What follows belongs to an exercise in optimizing a design on an open flow for small area and a short achievable clock period; a production flow would make more cautious choices. In this exercise RTL edits were held to simulation tests only and were not proved equivalent to the original. Power figures rest on the tool's default switching activity, not on a simulated workload.

==> flow/design.v, too long to show whole: its modules and the start of the top module <==
// module alu_core: 56 lines
// module alu_unit: 1181 lines
module alu_unit
#(
  parameter int unsigned WIDTH = 32
) (
  input  logic               clk,
  input  logic               rst_n,
  input  logic               in_valid,
  input  logic [WIDTH-1:0]   rs,
  input  logic [WIDTH-1:0]   rt,
  input  logic [alu_pkg::CTRL_W-1:0]  ctrl,
  input  logic [alu_pkg::SHAMT_W-1:0] sa,
  input  logic               div_signed,
  output logic               out_valid,
  output logic [WIDTH-1:0]   rd,
  output logic               overflow,
  output logic [WIDTH-1:0]   quotient,
  output logic [WIDTH-1:0]   remainder
);
  // ...
==> flow/run.sh <==
#!/bin/bash
# synth_recipe.tcl (not shown) runs the flow's synth.tcl, then flattens the netlist and writes it again
# the make line also repeats each setting of config.mk as NAME=value (left out here)
make -C /OpenROAD-flow-scripts/flow DESIGN_CONFIG=/design/flow/config.mk WORK_HOME=/design/flow/orfs CLKGATE_MAP_FILE= SYNTH_SCRIPT=/design/flow/synth_recipe.tcl finish
==> flow/config.mk <==
export PLATFORM = sky130hd
export DESIGN_NAME = alu_unit
export DESIGN_NICKNAME = alu_unit
export VERILOG_FILES = /design/flow/design.v
export SDC_FILE = /design/flow/constraint.sdc
export NUM_CORES = 4
export LEC_CHECK = 0
export ABC_AREA = 1
export CAP_MARGIN = 50
export CORE_MARGIN = 2
export CORE_UTILIZATION = 60
export SLEW_MARGIN = 70
==> flow/constraint.sdc <==
create_clock -name core_clock -period 100.0 [get_ports {clk}]
set_input_delay 20.0000 -clock core_clock [delete_from_list [all_inputs] [get_ports {clk}]]
set_output_delay 20.0000 -clock core_clock [all_outputs]
set_load 0.01 [all_outputs]
==> flow_results.xml, run 1 <==
<?xml version="1.0" encoding="UTF-8"?>
<metrics>
  <group name="yosys">
    <metric name="total_standard_cell_area_after_synthesis" unit="mm2">0.0485</metric>
    <metric name="synth-edff-count" unit="">0</metric>
    <metric name="async_set_reset_flop_share_out_of_synthesis" unit="%">0</metric>
    <metric name="leading_post_synthesis_cells_by_instance_count" unit="">sky130_fd_sc_hd__nand2_1 (2154), sky130_fd_sc_hd__inv_1 (950), sky130_fd_sc_hd__nand3_1 (817)</metric>
    <metric name="yosys.area.top_type_share" unit="%">26.6</metric>
  </group>
  <group name="finish">
    <metric name="dominant-cell-class" unit="">multi-input gates</metric>
    <metric name="seqAreaFraction" unit="%">24.6</metric>
    <metric name="final_design_area_no_fill" unit="mm2">0.0530</metric>
    <metric name="layout.cells.most_common_list" unit="">sky130_fd_sc_hd__nand2_1 (2150), sky130_fd_sc_hd__inv_1 (926), sky130_fd_sc_hd__nand3_1 (817)</metric>
    <metric name="post_layout_nonfiller_instances" unit="">8633</metric>
    <metric name="nonClockBufferCount" unit="">221</metric>
  </group>
  <group name="sta">
    <metric name="max_freq" unit="MHz">46.1</metric>
    <metric name="timing.final.hold_violations" unit="">0</metric>
    <metric name="min_period" unit="ns">21.70</metric>
  </group>
  <group name="power_and_ir_drop">
    <metric name="combinationalPower" unit="W">0.000422</metric>
    <metric name="combPwrFrac" unit="%">42.4</metric>
    <metric name="p_clk" unit="W">0.000265</metric>
    <metric name="power_in_sequential_cells" unit="W">0.000309</metric>
    <metric name="power.net_switching" unit="W">0.000423</metric>
    <metric name="totalPowerFinal" unit="W">0.000996</metric>
  </group>
  <group name="worst_setup_path">
    <metric name="longest_individual_stage_delay_on_the_worst_path" unit="ns">0.60</metric>
    <metric name="worstPathArrival" unit="ns">1.70</metric>
    <metric name="startpoint_type" unit="">flop</metric>
    <metric name="r2r_end" unit="">quotient_q[28]</metric>
    <metric name="r2r_cells" unit="">175</metric>
    <metric name="critPathSlowestCell" unit="">sky130_fd_sc_hd__clkdlybuf4s50_1</metric>
  </group>
  <group name="place">
    <metric name="placement.cell_area" unit="mm2">0.0506</metric>
  </group>
  <group name="status">
    <metric name="status" unit="">timing/DRC/antenna clean</metric>
  </group>
  <group name="floorplanning">
    <metric name="floorplan.tapcells" unit="">1060</metric>
  </group>
  <group name="worst_hold_path">
    <metric name="hold_path_end" unit="">s2_aq[28]</metric>
    <metric name="worst_hold_path_type" unit="">reg -&gt; reg</metric>
  </group>
  <group name="clocking">
    <metric name="cts_htree_levels" unit="">3</metric>
  </group>
</metrics>
==> run 2, diff against run 1 <==
--- a/flow/config.mk
+++ b/flow/config.mk
@@ -6,7 +6,7 @@
 export NUM_CORES = 4
 export LEC_CHECK = 0
 export ABC_AREA = 1
-export CAP_MARGIN = 50
+export CAP_MARGIN = 20
 export CORE_MARGIN = 2
-export CORE_UTILIZATION = 60
-export SLEW_MARGIN = 70
+export CORE_UTILIZATION = 40
+export SLEW_MARGIN = 20
==> run 2 against run 1 <==
  * Still clean on timing, DRC and antenna
  * Clock skew grew 0.012 ns
  * Cell area is essentially flat
  * Total power grew 0.80%
  * Highest routed layer unchanged
==> flow_results.xml, run 2 <==
<?xml version="1.0" encoding="UTF-8"?>
<metrics>
  <group name="yosys">
    <metric name="ys_seq_area_share" unit="%">26.6</metric>
    <metric name="synth_top_area_cell" unit="">sky130_fd_sc_hd__dfxtp_1</metric>
    <metric name="yosys.area.top_type_share" unit="%">26.6</metric>
    <metric name="synth_simple_gate_area_share" unit="%">38.4</metric>
    <metric name="synth-edff-count" unit="">0</metric>
    <metric name="synth.top_cells.by_area" unit="">sky130_fd_sc_hd__dfxtp_1 (27%), sky130_fd_sc_hd__nand2_1 (17%), sky130_fd_sc_hd__xor2_1 (10%), sky130_fd_sc_hd__nand3_1 (8.4%), sky130_fd_sc_hd__inv_1 (7.4%)</metric>
    <metric name="synth_compound_gate_area_share" unit="%">8.41</metric>
    <metric name="ys_ff_latch" unit="">645</metric>
    <metric name="main_combinational_cell_family_by_area_after_synthesis" unit="">simple AND/OR/NAND/NOR gates</metric>
    <metric name="synth_adder_area_share" unit="%">2.79</metric>
    <metric name="async_set_reset_flop_share_out_of_synthesis" unit="%">0</metric>
    <metric name="mappedNetlistNets" unit="">7685</metric>
    <metric name="xor_xnor_portion_of_the_synthesized_cell_area" unit="%">11.6</metric>
    <metric name="synthesis.area_per_instance" unit="um2">6.46</metric>
    <metric name="leading_post_synthesis_cells_by_instance_count" unit="">sky130_fd_sc_hd__nand2_1 (2154), sky130_fd_sc_hd__inv_1 (950), sky130_fd_sc_hd__nand3_1 (817)</metric>
    <metric name="synth.distinct_cells" unit="">70</metric>
    <metric name="synth.mux.area_fraction" unit="%">0.165</metric>
    <metric name="total_standard_cell_area_after_synthesis" unit="mm2">0.0485</metric>
    <metric name="postSynthCellCount" unit="">7508</metric>
    <metric name="yosysWarnings" unit="">2</metric>
    <metric name="ys_dominant_reg_cell" unit="">sky130_fd_sc_hd__dfxtp_1</metric>
    <metric name="yosysMostFrequentCell" unit="">sky130_fd_sc_hd__nand2_1</metric>
  </group>
  <group name="route">
    <metric name="post-route-drc-count" unit="">0</metric>
    <metric name="drt-initial-drc-count" unit="">3160</metric>
    <metric name="wl_per_cell" unit="um">15.6</metric>
    <metric name="drt_pre_antenna_iters" unit="">6</metric>
    <metric name="routed_wirelength" unit="um">143000</metric>
    <metric name="route.detailed.vias_per_inst" unit="">4.99</metric>
    <metric name="detail-route-antenna-nets" unit="">0</metric>
    <metric name="num_vias" unit="">45700</metric>
  </group>
  <group name="sta">
    <metric name="finalSetupTns" unit="ns">0</metric>
    <metric name="setup_viol" unit="">0</metric>
    <metric name="relSlewSlack" unit="%">33.1</metric>
    <metric name="drv_slew" unit="">0</metric>
    <metric name="min_period" unit="ns">22.15</metric>
    <metric name="worst_slew_pin_slew" unit="ns">0.998</metric>
    <metric name="max_freq" unit="MHz">45.1</metric>
    <metric name="skew" unit="ns">0.0474</metric>
    <metric name="grt_setup_unrepaired" unit="">false</metric>
    <metric name="fin_crit_sh" unit="%">22.1</metric>
    <metric name="postLayoutSetupSlackWorst" unit="ns">77.85</metric>
    <metric name="timing.final.hold_violations" unit="">0</metric>
  </group>
  <group name="clocking">
    <metric name="cts_max_path_buffers" unit="">3</metric>
    <metric name="cts-root-buf" unit="">sky130_fd_sc_hd__clkbuf_16</metric>
    <metric name="hold_buffers" unit="">0</metric>
    <metric name="numCtsBuffers" unit="">72</metric>
    <metric name="cts_htree_levels" unit="">3</metric>
    <metric name="worstSkewPairLatency" unit="ns">0.64</metric>
    <metric name="tritoncts" unit="">built</metric>
    <metric name="post_cts_resize_count" unit="">0</metric>
    <metric name="clk_pin_slew_worst_paths" unit="ns">0.06</metric>
    <metric name="buffers_inserted_during_post_cts_setup_optimization" unit="">0</metric>
    <metric name="clkSinkCount" unit="">645</metric>
  </group>
  <group name="place">
    <metric name="detailedPlacementHpwl" unit="um">114000</metric>
    <metric name="placement.io_buffers" unit="">174</metric>
    <metric name="place.gp.congestion" unit="">0.960</metric>
    <metric name="placement.setup.worst_slack" unit="ns">77.85</metric>
    <metric name="placedCellCount" unit="">9041</metric>
    <metric name="placement.cell_area" unit="mm2">0.0506</metric>
  </group>
  <group name="grt">
    <metric name="grt_pass1_vias" unit="">42600</metric>
    <metric name="global_route.overflow_total" unit="">0</metric>
    <metric name="antenna_found_initial" unit="">4</metric>
    <metric name="grt_max_degree" unit="">86</metric>
    <metric name="grt_pass1_wl" unit="um">229000</metric>
    <metric name="grt_resource_usage_total" unit="%">22.6</metric>
  </group>
  <group name="floorplanning">
    <metric name="floorplan.rows" unit="">127</metric>
    <metric name="placeable_area" unit="mm2">0.120</metric>
    <metric name="io_pins" unit="">175</metric>
    <metric name="die_span_in_y" unit="um">352</metric>
    <metric name="floorplan.initialDensity" unit="%">40.4</metric>
    <metric name="die_w" unit="um">352</metric>
    <metric name="total_die_area" unit="mm2">0.124</metric>
  </group>
  <group name="power_and_ir_drop">
    <metric name="worst_ir_drop_on_vdd" unit="mV">0.0145</metric>
    <metric name="power-per-cell-area" unit="mW/mm2">18.9</metric>
    <metric name="totalPowerFinal" unit="W">0.00100</metric>
    <metric name="p_leak" unit="nW">26.0</metric>
  </group>
  <group name="worst_setup_path">
    <metric name="crit_buf_inv" unit="">9</metric>
    <metric name="longest_individual_stage_delay_on_the_worst_path" unit="ns">0.55</metric>
    <metric name="worst_ep_required_time" unit="ns">100.52</metric>
    <metric name="worstPathArrival" unit="ns">22.67</metric>
    <metric name="critical_path.most_common_cell" unit="">sky130_fd_sc_hd__nand3_2</metric>
    <metric name="criticalPathCategory" unit="">reg -&gt; reg</metric>
    <metric name="path_max_fanout" unit="">34</metric>
    <metric name="critPathSlowestCell" unit="">sky130_fd_sc_hd__inv_2</metric>
    <metric name="crit_family" unit="">simple AND/OR/NAND/NOR gates</metric>
    <metric name="critical_path.endpoint_type" unit="">flop</metric>
    <metric name="startpoint_type" unit="">flop</metric>
  </group>
  <group name="finish">
    <metric name="layout_commonest_cell" unit="">sky130_fd_sc_hd__nand2_1</metric>
    <metric name="layout-drive-gt1-share" unit="%">8.47</metric>
    <metric name="finalNetCount" unit="">7680</metric>
    <metric name="layout.cells.most_common_list" unit="">sky130_fd_sc_hd__nand2_1 (2153), sky130_fd_sc_hd__inv_1 (949), sky130_fd_sc_hd__nand3_1 (817)</metric>
    <metric name="post_layout_nonfiller_instances" unit="">9170</metric>
    <metric name="area_growth" unit="%">9.33</metric>
    <metric name="antenna_cells_inserted" unit="">0</metric>
    <metric name="final_design_area_no_fill" unit="mm2">0.0530</metric>
  </group>
  <group name="flow_run">
    <metric name="max-cap-violations" unit="">0</metric>
  </group>
  <group name="worst_hold_path">
    <metric name="worst_hold_path_type" unit="">reg -&gt; reg</metric>
  </group>
  <group name="status">
    <metric name="status" unit="">timing/DRC/antenna clean</metric>
  </group>
</metrics>
run 2: cell counts after synthesis:
No cell type changed its count.
run 2: area by class of cell:
| type | instances | area (um2) |
|---|---|---|
| fill | 12600 | 67100 |
| inverter | 1011 | 3880 |
| clock inverter | 38 | 503 |
| tap | 1612 | 2020 |
| clock buffer | 91 | 1940 |
| timing repair buffer | 203 | 1960 |
| multi-input combinational | 5570 | 29800 |
| sequential | 645 | 12900 |
run 2: per-stage QoR:
stage / hold slack (ns) / utilization, %
global placement: 0.310 / 42.1
global route: 0.301 / 44.1
detailed placement: 0.312 / 42.1
CTS: 0.300 / 44.1
finish: 0.300 / 44.1
floorplan: 0.310 / -
run 2: worst paths after layout:
| path | start | end | slack, ns | depth (start not counted) |
|---|---|---|---|---|
| max | s4_b[3] | quotient_q[30] | 77.85 | 174 |
| min | s2_rd[7] | s3_rd[7] | 0.30 | 0 |
| max reg2reg | s4_b[3] | quotient_q[30] | 77.85 | 174 |
| min reg2reg | s2_rd[7] | s3_rd[7] | 0.30 | 0 |
run 2: logic make-up after synthesis:
kind of cell	Yosys count
xor+xnor	644
compound gates	697
simple gates	4112
flops	645
buf+inv	1293
fa+ha+maj	109
mux	8
run 2: power breakdown:
| part | leakage, nW | switching [W] | internal (W) |
|---|---|---|---|
| clock | 1.18 | 0.000113 | 0.000165 |
| sequential | 5.37 | 0.0000263 | 0.000280 |
| combinational | 19.4 | 0.000286 | 0.000134 |
| total | 26.0 | 0.000425 | 0.000579 |
run 2: layer usage:
| layer | GRT usage (%) | vias up | share of wire (%) |
|---|---|---|---|
| met3 | 2.62 | 239 | 4.8 |
| met2 | 38.9 | 1035 | 46 |
| met1 | 29.1 | 20800 | 45 |
| li1 | - | 23700 | - |
| met5 | 0 | - | 0.028 |
| met4 | 7.79 | 6 | 3.6 |
==> module alu_core, before the edit <==
module alu_core
(
  input  logic [31:0] rs,
  input  logic [31:0] rt,
  input  logic [3:0]  ctrl,
  input  logic [4:0]  sa,
  output logic [31:0] rd,
  output logic        ovf
);
  logic        sub;
  logic [31:0] bt;
  logic [32:0] s;
  logic        ovf_c;
  logic [31:0] x, y;
  logic        fill;
  logic        left;
  logic [63:0] sh;
  always_comb begin
    sub   = ctrl[3];
    bt    = sub ? ~rt : rt;
    s     = {1'b0, rs} + {1'b0, bt} + {32'd0, sub};
    ovf_c = (rs[31] == bt[31]) && (s[31] != rs[31]);
    left  = (ctrl == alu_pkg::ALU_SLL);
    fill  = (ctrl == alu_pkg::ALU_SRA) & rt[31];
    for (int i = 0; i < 32; i++) x[i] = left ? rt[31-i] : rt[i];
    sh    = {{32{fill}}, x} >> sa;
    for (int i = 0; i < 32; i++) y[i] = left ? sh[31-i] : sh[i];
    rd  = '0;
    ovf = 1'b0;
    case (ctrl)
      alu_pkg::ALU_ADDU: rd = s[31:0];
      alu_pkg::ALU_ADD: begin
        rd  = s[31:0];
        ovf = ovf_c;
      end
      alu_pkg::ALU_AND:  rd = rs & rt;
      alu_pkg::ALU_OR:   rd = rs | rt;
      alu_pkg::ALU_NOR:  rd = ~(rs | rt);
      alu_pkg::ALU_XOR:  rd = rs ^ rt;
      alu_pkg::ALU_SUBU: rd = s[31:0];
      alu_pkg::ALU_SUB: begin
        rd  = s[31:0];
        ovf = ovf_c;
      end
      alu_pkg::ALU_SLTU: rd = {31'd0, ~s[32]};
      alu_pkg::ALU_SLT:  rd = {31'd0, s[31] ^ ovf_c};
      alu_pkg::ALU_SLL:  rd = y;
      alu_pkg::ALU_SRL:  rd = y;
      alu_pkg::ALU_SRA:  rd = y;
      default: begin
        rd  = '0;
        ovf = 1'b0;
      end
    endcase
  end
endmodule
==> run 3, diff against run 2 <==
--- a/flow/design.v
+++ b/flow/design.v
@@ -27,44 +27,50 @@
 );
   logic        sub;
   logic [31:0] bt;
-  logic [32:0] s;
+  logic [32:0] c;
+  logic [31:0] s;
   logic        ovf_c;
   logic [31:0] x, y;
   logic        fill;
   logic        left;
-  logic [63:0] sh;
+  logic [31:0] l0, l1, l2, l3, l4;
+  logic [31:0] lg;
   always_comb begin
-    sub   = ctrl[3];
-    bt    = sub ? ~rt : rt;
-    s     = {1'b0, rs} + {1'b0, bt} + {32'd0, sub};
-    ovf_c = (rs[31] == bt[31]) && (s[31] != rs[31]);
-    left  = (ctrl == alu_pkg::ALU_SLL);
-    fill  = (ctrl == alu_pkg::ALU_SRA) & rt[31];
+    sub  = ctrl[3];
+    bt   = rt ^ {32{sub}};
+    c[0] = sub;
+    for (int i = 0; i < 32; i++) begin
+      s[i]   = rs[i] ^ bt[i] ^ c[i];
+      c[i+1] = (rs[i] & bt[i]) | (rs[i] & c[i]) | (bt[i] & c[i]);
+    end
+    ovf_c = c[32] ^ c[31];
+    left = (ctrl[1:0] == 2'b00);
+    fill = ctrl[1] & rt[31];
     for (int i = 0; i < 32; i++) x[i] = left ? rt[31-i] : rt[i];
-    sh    = {{32{fill}}, x} >> sa;
-    for (int i = 0; i < 32; i++) y[i] = left ? sh[31-i] : sh[i];
+    l0 = sa[0] ? {fill, x[31:1]} : x;
+    l1 = sa[1] ? {{2{fill}}, l0[31:2]} : l0;
+    l2 = sa[2] ? {{4{fill}}, l1[31:4]} : l1;
+    l3 = sa[3] ? {{8{fill}}, l2[31:8]} : l2;
+    l4 = sa[4] ? {{16{fill}}, l3[31:16]} : l3;
+    for (int i = 0; i < 32; i++) y[i] = left ? l4[31-i] : l4[i];
+    case ({ctrl[2], ctrl[0]})
+      2'b00:   lg = rs & rt;
+      2'b01:   lg = rs | rt;
+      2'b11:   lg = ~(rs | rt);
+      default: lg = rs ^ rt;
+    endcase
     rd  = '0;
     ovf = 1'b0;
     case (ctrl)
-      alu_pkg::ALU_ADDU: rd = s[31:0];
-      alu_pkg::ALU_ADD: begin
-        rd  = s[31:0];
+      alu_pkg::ALU_ADDU, alu_pkg::ALU_SUBU: rd = s;
+      alu_pkg::ALU_ADD, alu_pkg::ALU_SUB: begin
+        rd  = s;
         ovf = ovf_c;
       end
-      alu_pkg::ALU_AND:  rd = rs & rt;
-      alu_pkg::ALU_OR:   rd = rs | rt;
-      alu_pkg::ALU_NOR:  rd = ~(rs | rt);
-      alu_pkg::ALU_XOR:  rd = rs ^ rt;
-      alu_pkg::ALU_SUBU: rd = s[31:0];
-      alu_pkg::ALU_SUB: begin
-        rd  = s[31:0];
-        ovf = ovf_c;
-      end
-      alu_pkg::ALU_SLTU: rd = {31'd0, ~s[32]};
+      alu_pkg::ALU_AND, alu_pkg::ALU_OR, alu_pkg::ALU_NOR, alu_pkg::ALU_XOR: rd = lg;
+      alu_pkg::ALU_SLTU: rd = {31'd0, ~c[32]};
       alu_pkg::ALU_SLT:  rd = {31'd0, s[31] ^ ovf_c};
-      alu_pkg::ALU_SLL:  rd = y;
-      alu_pkg::ALU_SRL:  rd = y;
-      alu_pkg::ALU_SRA:  rd = y;
+      alu_pkg::ALU_SLL, alu_pkg::ALU_SRL, alu_pkg::ALU_SRA: rd = y;
       default: begin
         rd  = '0;
         ovf = 1'b0;
--- a/flow/config.mk
+++ b/flow/config.mk
@@ -6,7 +6,9 @@
 export NUM_CORES = 4
 export LEC_CHECK = 0
 export ABC_AREA = 1
-export CAP_MARGIN = 20
+export CAP_MARGIN = 50
 export CORE_MARGIN = 2
-export CORE_UTILIZATION = 40
-export SLEW_MARGIN = 20
+export CORE_UTILIZATION = 70
+export CTS_BUF_LIST = sky130_fd_sc_hd__clkbuf_8
+export CTS_CLUSTER_SIZE = 25
+export SLEW_MARGIN = 70
==> run 3 against run 2 <==
  * Still clean on timing, DRC and antenna
  * Core utilization rose by 33 points
  * Final cell count fell by 9.0%
  * Routed wire length fell by 4.4%
  * Cell area fell by 2.8%
  * Critical path type is now reg -> out
  * Highest routed layer unchanged
==> flow_results.xml, run 3 <==
<?xml version="1.0" encoding="UTF-8"?>
<metrics>
  <group name="finish">
    <metric name="post-route-util" unit="%">76.6</metric>
    <metric name="fill_cells" unit="">5357</metric>
    <metric name="post_layout_nonfiller_instances" unit="">8343</metric>
    <metric name="layout-drive-gt1-share" unit="%">9.95</metric>
    <metric name="finalNetCount" unit="">7573</metric>
    <metric name="layout.cells.most_common_list" unit="">sky130_fd_sc_hd__nand2_1 (2200), sky130_fd_sc_hd__inv_1 (913), sky130_fd_sc_hd__nand3_1 (828)</metric>
    <metric name="layout_commonest_cell" unit="">sky130_fd_sc_hd__nand2_1</metric>
    <metric name="area_growth" unit="%">8.15</metric>
  </group>
  <group name="worst_setup_path">
    <metric name="r2r_cells" unit="">181</metric>
    <metric name="critical_path.endpoint_type" unit="">output port</metric>
    <metric name="crit_family" unit="">buffers and inverters</metric>
    <metric name="crit_end" unit="">quotient[28]</metric>
    <metric name="longest_individual_stage_delay_on_the_worst_path" unit="ns">0.62</metric>
    <metric name="crit_buf_inv" unit="">1</metric>
    <metric name="path_depth" unit="">1</metric>
    <metric name="worst_ep_required_time" unit="ns">80.00</metric>
    <metric name="path_max_fanout" unit="">2</metric>
    <metric name="worstPathArrival" unit="ns">1.81</metric>
    <metric name="criticalPathCategory" unit="">reg -&gt; out</metric>
    <metric name="cp-startpoint" unit="">quotient_q[28]</metric>
    <metric name="critPathSlowestCell" unit="">sky130_fd_sc_hd__clkdlybuf4s50_1</metric>
    <metric name="ff2ff_setup_slack" unit="ns">78.60</metric>
    <metric name="path_cells" unit="">clkdlybuf4s50_1</metric>
    <metric name="startpoint_type" unit="">flop</metric>
    <metric name="worstReg2RegStart" unit="">s4_b[2]</metric>
    <metric name="r2r_end" unit="">quotient_q[30]</metric>
  </group>
  <group name="grt">
    <metric name="grt_resource_usage_total" unit="%">38.1</metric>
    <metric name="grt_max_degree" unit="">58</metric>
    <metric name="grt_pass1_wl" unit="um">219000</metric>
    <metric name="grt_pass1_vias" unit="">43800</metric>
    <metric name="antenna_found_initial" unit="">4</metric>
    <metric name="global_route.overflow_total" unit="">0</metric>
  </group>
  <group name="yosys">
    <metric name="synth_adder_area_share" unit="%">3.33</metric>
    <metric name="ys_dominant_reg_cell" unit="">sky130_fd_sc_hd__dfxtp_1</metric>
    <metric name="synth-edff-count" unit="">0</metric>
    <metric name="ys_ff_latch" unit="">645</metric>
    <metric name="total_standard_cell_area_after_synthesis" unit="mm2">0.0477</metric>
    <metric name="yosysMostFrequentCell" unit="">sky130_fd_sc_hd__nand2_1</metric>
    <metric name="synth_compound_gate_area_share" unit="%">7.93</metric>
    <metric name="async_set_reset_flop_share_out_of_synthesis" unit="%">0</metric>
    <metric name="synthesis.area_per_instance" unit="um2">6.47</metric>
    <metric name="synth.distinct_cells" unit="">66</metric>
    <metric name="synth.top_cells.by_area" unit="">sky130_fd_sc_hd__dfxtp_1 (27%), sky130_fd_sc_hd__nand2_1 (17%), sky130_fd_sc_hd__xor2_1 (10%), sky130_fd_sc_hd__nand3_1 (8.7%), sky130_fd_sc_hd__inv_1 (7.1%)</metric>
    <metric name="synth_simple_gate_area_share" unit="%">38.2</metric>
    <metric name="synth.mux.area_fraction" unit="%">0.147</metric>
    <metric name="yosys.area.top_type_share" unit="%">27.1</metric>
    <metric name="mappedNetlistNets" unit="">7548</metric>
    <metric name="xor_xnor_portion_of_the_synthesized_cell_area" unit="%">11.6</metric>
    <metric name="synth_top_area_cell" unit="">sky130_fd_sc_hd__dfxtp_1</metric>
    <metric name="postSynthCellCount" unit="">7371</metric>
    <metric name="main_combinational_cell_family_by_area_after_synthesis" unit="">simple AND/OR/NAND/NOR gates</metric>
    <metric name="leading_post_synthesis_cells_by_instance_count" unit="">sky130_fd_sc_hd__nand2_1 (2203), sky130_fd_sc_hd__inv_1 (908), sky130_fd_sc_hd__nand3_1 (828)</metric>
    <metric name="yosysWarnings" unit="">2</metric>
    <metric name="ys_seq_area_share" unit="%">27.1</metric>
  </group>
  <group name="clocking">
    <metric name="numCtsBuffers" unit="">99</metric>
    <metric name="post_cts_resize_count" unit="">0</metric>
    <metric name="tritoncts" unit="">built</metric>
    <metric name="clkSinkCount" unit="">645</metric>
    <metric name="worstSkewPairLatency" unit="ns">0.77</metric>
    <metric name="clk_pin_slew_worst_paths" unit="ns">0.07</metric>
    <metric name="hold_buffers" unit="">0</metric>
    <metric name="cts_htree_levels" unit="">3</metric>
    <metric name="buffers_inserted_during_post_cts_setup_optimization" unit="">0</metric>
    <metric name="cts-root-buf" unit="">sky130_fd_sc_hd__clkbuf_8</metric>
    <metric name="cts_max_path_buffers" unit="">3</metric>
  </group>
  <group name="route">
    <metric name="drt-initial-drc-count" unit="">4037</metric>
    <metric name="routed_wirelength" unit="um">137000</metric>
    <metric name="drt_pre_antenna_iters" unit="">7</metric>
    <metric name="detail-route-antenna-nets" unit="">0</metric>
    <metric name="wl_per_cell" unit="um">16.4</metric>
    <metric name="num_vias" unit="">47200</metric>
    <metric name="route.detailed.vias_per_inst" unit="">5.66</metric>
    <metric name="post-route-drc-count" unit="">0</metric>
  </group>
  <group name="place">
    <metric name="placement.io_buffers" unit="">174</metric>
    <metric name="placedCellCount" unit="">8166</metric>
    <metric name="place.gp.congestion" unit="">1.05</metric>
    <metric name="placement.setup.worst_slack" unit="ns">78.82</metric>
    <metric name="detailedPlacementHpwl" unit="um">105000</metric>
  </group>
  <group name="floorplanning">
    <metric name="io_pins" unit="">175</metric>
    <metric name="floorplan.initialDensity" unit="%">70.9</metric>
    <metric name="die_w" unit="um">265</metric>
    <metric name="total_die_area" unit="mm2">0.0702</metric>
    <metric name="die_span_in_y" unit="um">265</metric>
    <metric name="placeable_area" unit="mm2">0.0673</metric>
    <metric name="floorplan.rows" unit="">95</metric>
  </group>
  <group name="power_and_ir_drop">
    <metric name="totalPowerFinal" unit="W">0.000955</metric>
    <metric name="p_leak" unit="nW">25.4</metric>
    <metric name="power-per-cell-area" unit="mW/mm2">18.5</metric>
    <metric name="worst_ir_drop_on_vdd" unit="mV">0.0127</metric>
  </group>
  <group name="sta">
    <metric name="postLayoutSetupSlackWorst" unit="ns">78.19</metric>
    <metric name="setup_viol" unit="">0</metric>
    <metric name="grt_setup_unrepaired" unit="">false</metric>
    <metric name="relSlewSlack" unit="%">66.7</metric>
    <metric name="worst_slew_pin_slew" unit="ns">0.499</metric>
    <metric name="fin_crit_sh" unit="%">21.8</metric>
    <metric name="drv_slew" unit="">0</metric>
    <metric name="skew" unit="ns">0.0763</metric>
    <metric name="timing.final.hold_violations" unit="">0</metric>
    <metric name="finalSetupTns" unit="ns">0</metric>
    <metric name="max_freq" unit="MHz">45.9</metric>
    <metric name="min_period" unit="ns">21.81</metric>
  </group>
  <group name="status">
    <metric name="status" unit="">timing/DRC/antenna clean</metric>
  </group>
  <group name="flow_run">
    <metric name="max-cap-violations" unit="">0</metric>
  </group>
  <group name="worst_hold_path">
    <metric name="worst_hold_path_type" unit="">reg -&gt; reg</metric>
  </group>
</metrics>
[run 3: cell count changes after synthesis, moves of 13 or more]
cell	before	now
sky130_fd_sc_hd__o211ai_1	15	77
sky130_fd_sc_hd__nand3_2	174	122
sky130_fd_sc_hd__nand2_1	2154	2203
sky130_fd_sc_hd__inv_1	950	908
sky130_fd_sc_hd__a21oi_1	130	94
sky130_fd_sc_hd__nor2_1	546	510
sky130_fd_sc_hd__fa_1	1	32
sky130_fd_sc_hd__ha_1	99	68
sky130_fd_sc_hd__a221oi_1	31	1
sky130_fd_sc_hd__o21ai_0	331	305
sky130_fd_sc_hd__xor2_1	572	555
sky130_fd_sc_hd__o21ai_1	51	35
sky130_fd_sc_hd__buf_6	45	58
[run 3: metrics by stage]
stage          hold WS [ns]  cell area (um2)
2_1_floorplan         0.310            47700
3_3_place_gp          0.310            48800
3_5_place_dp          0.312            49300
4_1_cts               0.309            51400
5_1_grt               0.313            51600
6_report              0.302            51600
[run 3: area by class of cell]
cell class | instances | area [um2] | area share [%]
diodes | 1 | 2.50 | 0.00485
clock buffers | 116 | 1600 | 3.10
clock inverters | 58 | 531 | 1.03
inverters | 965 | 3680 | 7.14
multi-input cells | 5475 | 29500 | 57.2
flip-flops and latches | 645 | 13000 | 25.2
well taps | 873 | 1090 | 2.12
repair buffers | 210 | 2150 | 4.16
[run 3: worst min-delay path by stage]
stage / from / endpoint / slack (ns) / cells after the start
5_1_grt: s3_aq[22] / s4_aq[28] / 0.31 / 0
4_1_cts: s3_aq[23] / s4_aq[29] / 0.31 / 0
2_1_floorplan: s1_aq[4] / s2_aq[10] / 0.31 / 0
3_3_place_gp: s3_nq / s4_nq / 0.31 / 0
3_5_place_dp: s1_aq[22] / s2_aq[28] / 0.31 / 0
6_report: s3_aq[23] / s4_aq[29] / 0.30 / 0
[run 3: cells by family (layout without fill, tap and decap cells)]
logic type,count (synthesis),in the layout
AND/OR/NAND/NOR,4089,4089
buffers and inverters,1251,1349
flip-flops,645,645
AO/OA/AOI/OAI,640,640
XOR/XNOR,630,630
adder cells (fa/ha/maj),109,109
multiplexers,7,7
other,0,1
[run 3: power breakdown]
part / switching, W / internal [W]
combinational: 0.000277 / 0.000132
clock: 0.000109 / 0.000128
sequential: 0.0000289 / 0.000281
[run 3: per-layer routing]
layer	GRT usage (%)	wire length, um	vias to the layer above
met1	45.9	54600	21400
met5	0	41	-
met4	20.8	8260	6
met2	63.8	62400	2018
li1	-	-	23300
met3	7.89	11800	516
==> run 4, diff against run 3 <==
==> flow/config.mk (replaced) <==
export PLATFORM = sky130hd
export DESIGN_NAME = alu_unit
export DESIGN_NICKNAME = alu_unit
export VERILOG_FILES = /design/flow/design.v
export SDC_FILE = /design/flow/constraint.sdc
export NUM_CORES = 4
export LEC_CHECK = 0
export ABC_AREA = 1
export CAP_MARGIN = 20
export CORE_MARGIN = 2
export CORE_UTILIZATION = 70
export SLEW_MARGIN = 20
==> run 4 against run 3 <==
  * Largest power group unchanged
  * Largest cell class unchanged
  * Critical path depth grew 180
  * Core utilization shrank 0.69 points
  * Fmax shrank 2.5%
  * Via count shrank 0.59%
  * Hold slack gained 0.014 ns
  * Highest routed layer unchanged
  * Critical path type is now reg -> reg
  * Sequential cell count is the same
  * Total power grew 1.8%
  * Routed wire length shrank 0.68%
==> flow_results.xml, run 4 <==
<?xml version="1.0" encoding="UTF-8"?>
<metrics>
  <group name="finish">
    <metric name="area_growth" unit="%">7.18</metric>
    <metric name="layout-drive-gt1-share" unit="%">7.62</metric>
    <metric name="layout_commonest_cell" unit="">sky130_fd_sc_hd__nand2_1</metric>
    <metric name="fill_cells" unit="">5414</metric>
    <metric name="layout.cells.most_common_list" unit="">sky130_fd_sc_hd__nand2_1 (2203), sky130_fd_sc_hd__inv_1 (907), sky130_fd_sc_hd__nand3_1 (828)</metric>
    <metric name="post-route-util" unit="%">75.9</metric>
    <metric name="finalNetCount" unit="">7530</metric>
  </group>
  <group name="power_and_ir_drop">
    <metric name="worst_ir_drop_on_vdd" unit="mV">0.0151</metric>
    <metric name="power-per-cell-area" unit="mW/mm2">19.0</metric>
    <metric name="totalPowerFinal" unit="W">0.000972</metric>
    <metric name="p_leak" unit="nW">25.2</metric>
  </group>
  <group name="clocking">
    <metric name="tritoncts" unit="">built</metric>
    <metric name="buffers_inserted_during_post_cts_setup_optimization" unit="">0</metric>
    <metric name="cts_htree_levels" unit="">3</metric>
    <metric name="worstSkewPairLatency" unit="ns">0.63</metric>
    <metric name="cts-root-buf" unit="">sky130_fd_sc_hd__clkbuf_16</metric>
    <metric name="numCtsBuffers" unit="">68</metric>
    <metric name="hold_buffers" unit="">0</metric>
    <metric name="cts_max_path_buffers" unit="">3</metric>
    <metric name="clk_pin_slew_worst_paths" unit="ns">0.06</metric>
    <metric name="post_cts_resize_count" unit="">0</metric>
    <metric name="clkSinkCount" unit="">645</metric>
  </group>
  <group name="sta">
    <metric name="min_period" unit="ns">22.36</metric>
    <metric name="timing.final.hold_violations" unit="">0</metric>
    <metric name="max_freq" unit="MHz">44.7</metric>
    <metric name="skew" unit="ns">0.0383</metric>
    <metric name="fin_crit_sh" unit="%">22.4</metric>
    <metric name="finalSetupTns" unit="ns">0</metric>
    <metric name="worst_slew_pin_slew" unit="ns">1.11</metric>
    <metric name="grt_setup_unrepaired" unit="">false</metric>
    <metric name="drv_slew" unit="">0</metric>
    <metric name="relSlewSlack" unit="%">26.0</metric>
    <metric name="setup_viol" unit="">0</metric>
  </group>
  <group name="yosys">
    <metric name="yosysWarnings" unit="">2</metric>
    <metric name="ys_dominant_reg_cell" unit="">sky130_fd_sc_hd__dfxtp_1</metric>
    <metric name="ys_ff_latch" unit="">645</metric>
    <metric name="main_combinational_cell_family_by_area_after_synthesis" unit="">simple AND/OR/NAND/NOR gates</metric>
    <metric name="yosysMostFrequentCell" unit="">sky130_fd_sc_hd__nand2_1</metric>
    <metric name="synth_compound_gate_area_share" unit="%">7.93</metric>
    <metric name="synthesis.area_per_instance" unit="um2">6.47</metric>
    <metric name="async_set_reset_flop_share_out_of_synthesis" unit="%">0</metric>
    <metric name="postSynthCellCount" unit="">7371</metric>
    <metric name="ys_seq_area_share" unit="%">27.1</metric>
    <metric name="synth.top_cells.by_area" unit="">sky130_fd_sc_hd__dfxtp_1 (27%), sky130_fd_sc_hd__nand2_1 (17%), sky130_fd_sc_hd__xor2_1 (10%), sky130_fd_sc_hd__nand3_1 (8.7%), sky130_fd_sc_hd__inv_1 (7.1%)</metric>
    <metric name="synth_top_area_cell" unit="">sky130_fd_sc_hd__dfxtp_1</metric>
    <metric name="synth.distinct_cells" unit="">66</metric>
    <metric name="mappedNetlistNets" unit="">7548</metric>
    <metric name="leading_post_synthesis_cells_by_instance_count" unit="">sky130_fd_sc_hd__nand2_1 (2203), sky130_fd_sc_hd__inv_1 (908), sky130_fd_sc_hd__nand3_1 (828)</metric>
    <metric name="total_standard_cell_area_after_synthesis" unit="mm2">0.0477</metric>
    <metric name="yosys.area.top_type_share" unit="%">27.1</metric>
    <metric name="synth-edff-count" unit="">0</metric>
    <metric name="synth_adder_area_share" unit="%">3.33</metric>
    <metric name="xor_xnor_portion_of_the_synthesized_cell_area" unit="%">11.6</metric>
    <metric name="synth.mux.area_fraction" unit="%">0.147</metric>
    <metric name="synth_simple_gate_area_share" unit="%">38.2</metric>
  </group>
  <group name="grt">
    <metric name="grt_pass1_vias" unit="">43200</metric>
    <metric name="global_route.overflow_total" unit="">0</metric>
    <metric name="antenna_found_initial" unit="">7</metric>
    <metric name="grt_resource_usage_total" unit="%">38.0</metric>
    <metric name="grt_pass1_wl" unit="um">218000</metric>
    <metric name="grt_max_degree" unit="">103</metric>
  </group>
  <group name="floorplanning">
    <metric name="floorplan.initialDensity" unit="%">70.9</metric>
    <metric name="placeable_area" unit="mm2">0.0673</metric>
    <metric name="floorplan.rows" unit="">95</metric>
    <metric name="io_pins" unit="">175</metric>
    <metric name="total_die_area" unit="mm2">0.0702</metric>
    <metric name="die_span_in_y" unit="um">265</metric>
    <metric name="die_w" unit="um">265</metric>
  </group>
  <group name="route">
    <metric name="wl_per_cell" unit="um">16.4</metric>
    <metric name="post-route-drc-count" unit="">0</metric>
    <metric name="detail-route-antenna-nets" unit="">0</metric>
    <metric name="num_vias" unit="">46900</metric>
    <metric name="drt_pre_antenna_iters" unit="">8</metric>
    <metric name="route.detailed.vias_per_inst" unit="">5.67</metric>
    <metric name="routed_wirelength" unit="um">136000</metric>
    <metric name="drt-initial-drc-count" unit="">4497</metric>
  </group>
  <group name="worst_setup_path">
    <metric name="crit_family" unit="">simple AND/OR/NAND/NOR gates</metric>
    <metric name="r2r_end" unit="">quotient_q[30]</metric>
    <metric name="longest_individual_stage_delay_on_the_worst_path" unit="ns">0.54</metric>
    <metric name="startpoint_type" unit="">flop</metric>
    <metric name="ff2ff_setup_slack" unit="ns">77.64</metric>
    <metric name="criticalPathCategory" unit="">reg -&gt; reg</metric>
    <metric name="path_max_fanout" unit="">34</metric>
    <metric name="worstReg2RegStart" unit="">s4_b[2]</metric>
    <metric name="critical_path.endpoint_type" unit="">flop</metric>
    <metric name="r2r_cells" unit="">181</metric>
    <metric name="critPathSlowestCell" unit="">sky130_fd_sc_hd__dfxtp_1</metric>
    <metric name="worstPathArrival" unit="ns">22.85</metric>
    <metric name="crit_buf_inv" unit="">9</metric>
    <metric name="worst_ep_required_time" unit="ns">100.49</metric>
    <metric name="critical_path.most_common_cell" unit="">sky130_fd_sc_hd__nand3_1</metric>
  </group>
  <group name="place">
    <metric name="place.gp.congestion" unit="">1.05</metric>
    <metric name="detailedPlacementHpwl" unit="um">104000</metric>
    <metric name="placement.io_buffers" unit="">174</metric>
  </group>
  <group name="status">
    <metric name="status" unit="">timing/DRC/antenna clean</metric>
  </group>
  <group name="worst_hold_path">
    <metric name="worst_hold_path_type" unit="">reg -&gt; reg</metric>
    <metric name="hold_path_startpoint" unit="">s1_aq[19]</metric>
    <metric name="hold_path_end" unit="">s2_aq[25]</metric>
    <metric name="timing.hold.worst_path_depth" unit="">0</metric>
  </group>
  <group name="flow_run">
    <metric name="max-cap-violations" unit="">0</metric>
  </group>
</metrics>
-- run 4: cells by family (layout without fill, tap and decap cells) --
kind of cell,count (synthesis),count (layout)
xor+xnor,630,630
simple gates,4089,4089
compound gates,640,640
fa+ha+maj,109,109
buf+inv,1251,1285
other cells,0,1
mux,7,7
flops,645,645
-- run 4: worst max path at each step --
stage	startpoint	slack [ns]	cells after the start	endpoint
2_1_floorplan	rst_n	78.85	5	quotient_q[16]
3_3_place_gp	rst_n	78.44	6	quotient_q[30]
3_5_place_dp	s3_b[0]	77.92	172	s4_rem[21]
4_1_cts	s3_b[0]	77.76	172	s4_rem[21]
5_1_grt	s4_b[2]	75.04	181	quotient_q[30]
6_report	s4_b[2]	77.64	181	quotient_q[30]
-- run 4: per-layer routing --
metal	up-vias	wire, um	track usage, %
li1	23200	-	-
met4	10	8090	19.8
met2	1909	62200	63.4
met3	516	11700	7.21
met5	-	56	0
met1	21300	54100	46.5
-- run 4: metrics by stage --
step / hold slack, ns / instances / instance area [um2] / worst slack [ns]
after floorplan: 0.310 / 7371 / 47700 / 78.85
after global placement: 0.310 / 8155 / 48800 / 78.44
after detailed placement: 0.312 / 8155 / 48800 / 77.92
after CTS: 0.314 / 8277 / 51100 / 77.76
after global routing: 0.325 / 8278 / 51100 / 75.04
final: 0.316 / 8279 / 51100 / 77.64
-- run 4: report_power, final --
part	total [W]	switching, W	internal, W	leakage (nW)
Sequential	0.000309	0.0000288	0.000281	5.37
Clock	0.000258	0.000111	0.000148	1.10
Combinational	0.000405	0.000275	0.000130	18.7
-- run 4: worst reg2reg max path: cells and delay by family, from the launching register on --
kind                       cells  cell delay [ns]
and+or+nand+nor              169            19.35
buffers and inverters          9             1.82
DFF                            1             0.54
adders and majority gates      1             0.22
AOI/OAI and AO/OA              1             0.18
xor gates and xnor gates       1             0.15
-- run 4: layout make-up --
cell class,instances,area (um2),area share (%)
inverters,965,3640,7.12
flip-flops and latches,645,12900,25.3
diodes,1,2.50,0.00490
well taps,873,1090,2.14
clock inverters,38,479,0.938
multi-input cells,5475,29200,57.2
clock buffers,84,1810,3.55
repair buffers,198,1940,3.80

[separate check: timing with driven ports]
The results above use ideal ports. As a check the final layouts listed here were re-extracted and re-timed, cells and wires unchanged.
Step 1 sets driving cells, clkbuf_16 on the clock port and buf_2 on the other inputs (assumed; they add their load-dependent delay and slew).
Step 2, shift: input delay + t, output delay - t, t = (earliest + latest rising clock arrival at the registers) / 2. This alone moves slack from input paths to output paths.
Three values: no drivers, after step 1, after step 2; two values: the first two.
run	shift t [ns]	slack for setup (ns)	cell pins on the clock port's net
run 1	0.697	78.305 / 78.237 / 78.657	1
run 2	0.692	77.851 / 77.851 / 77.851	1
run 3	0.804	78.193 / 78.122 / 78.597	1
run 4	0.679	77.643 / 77.643 / 77.643	1
After both steps every run listed still meets setup and hold.
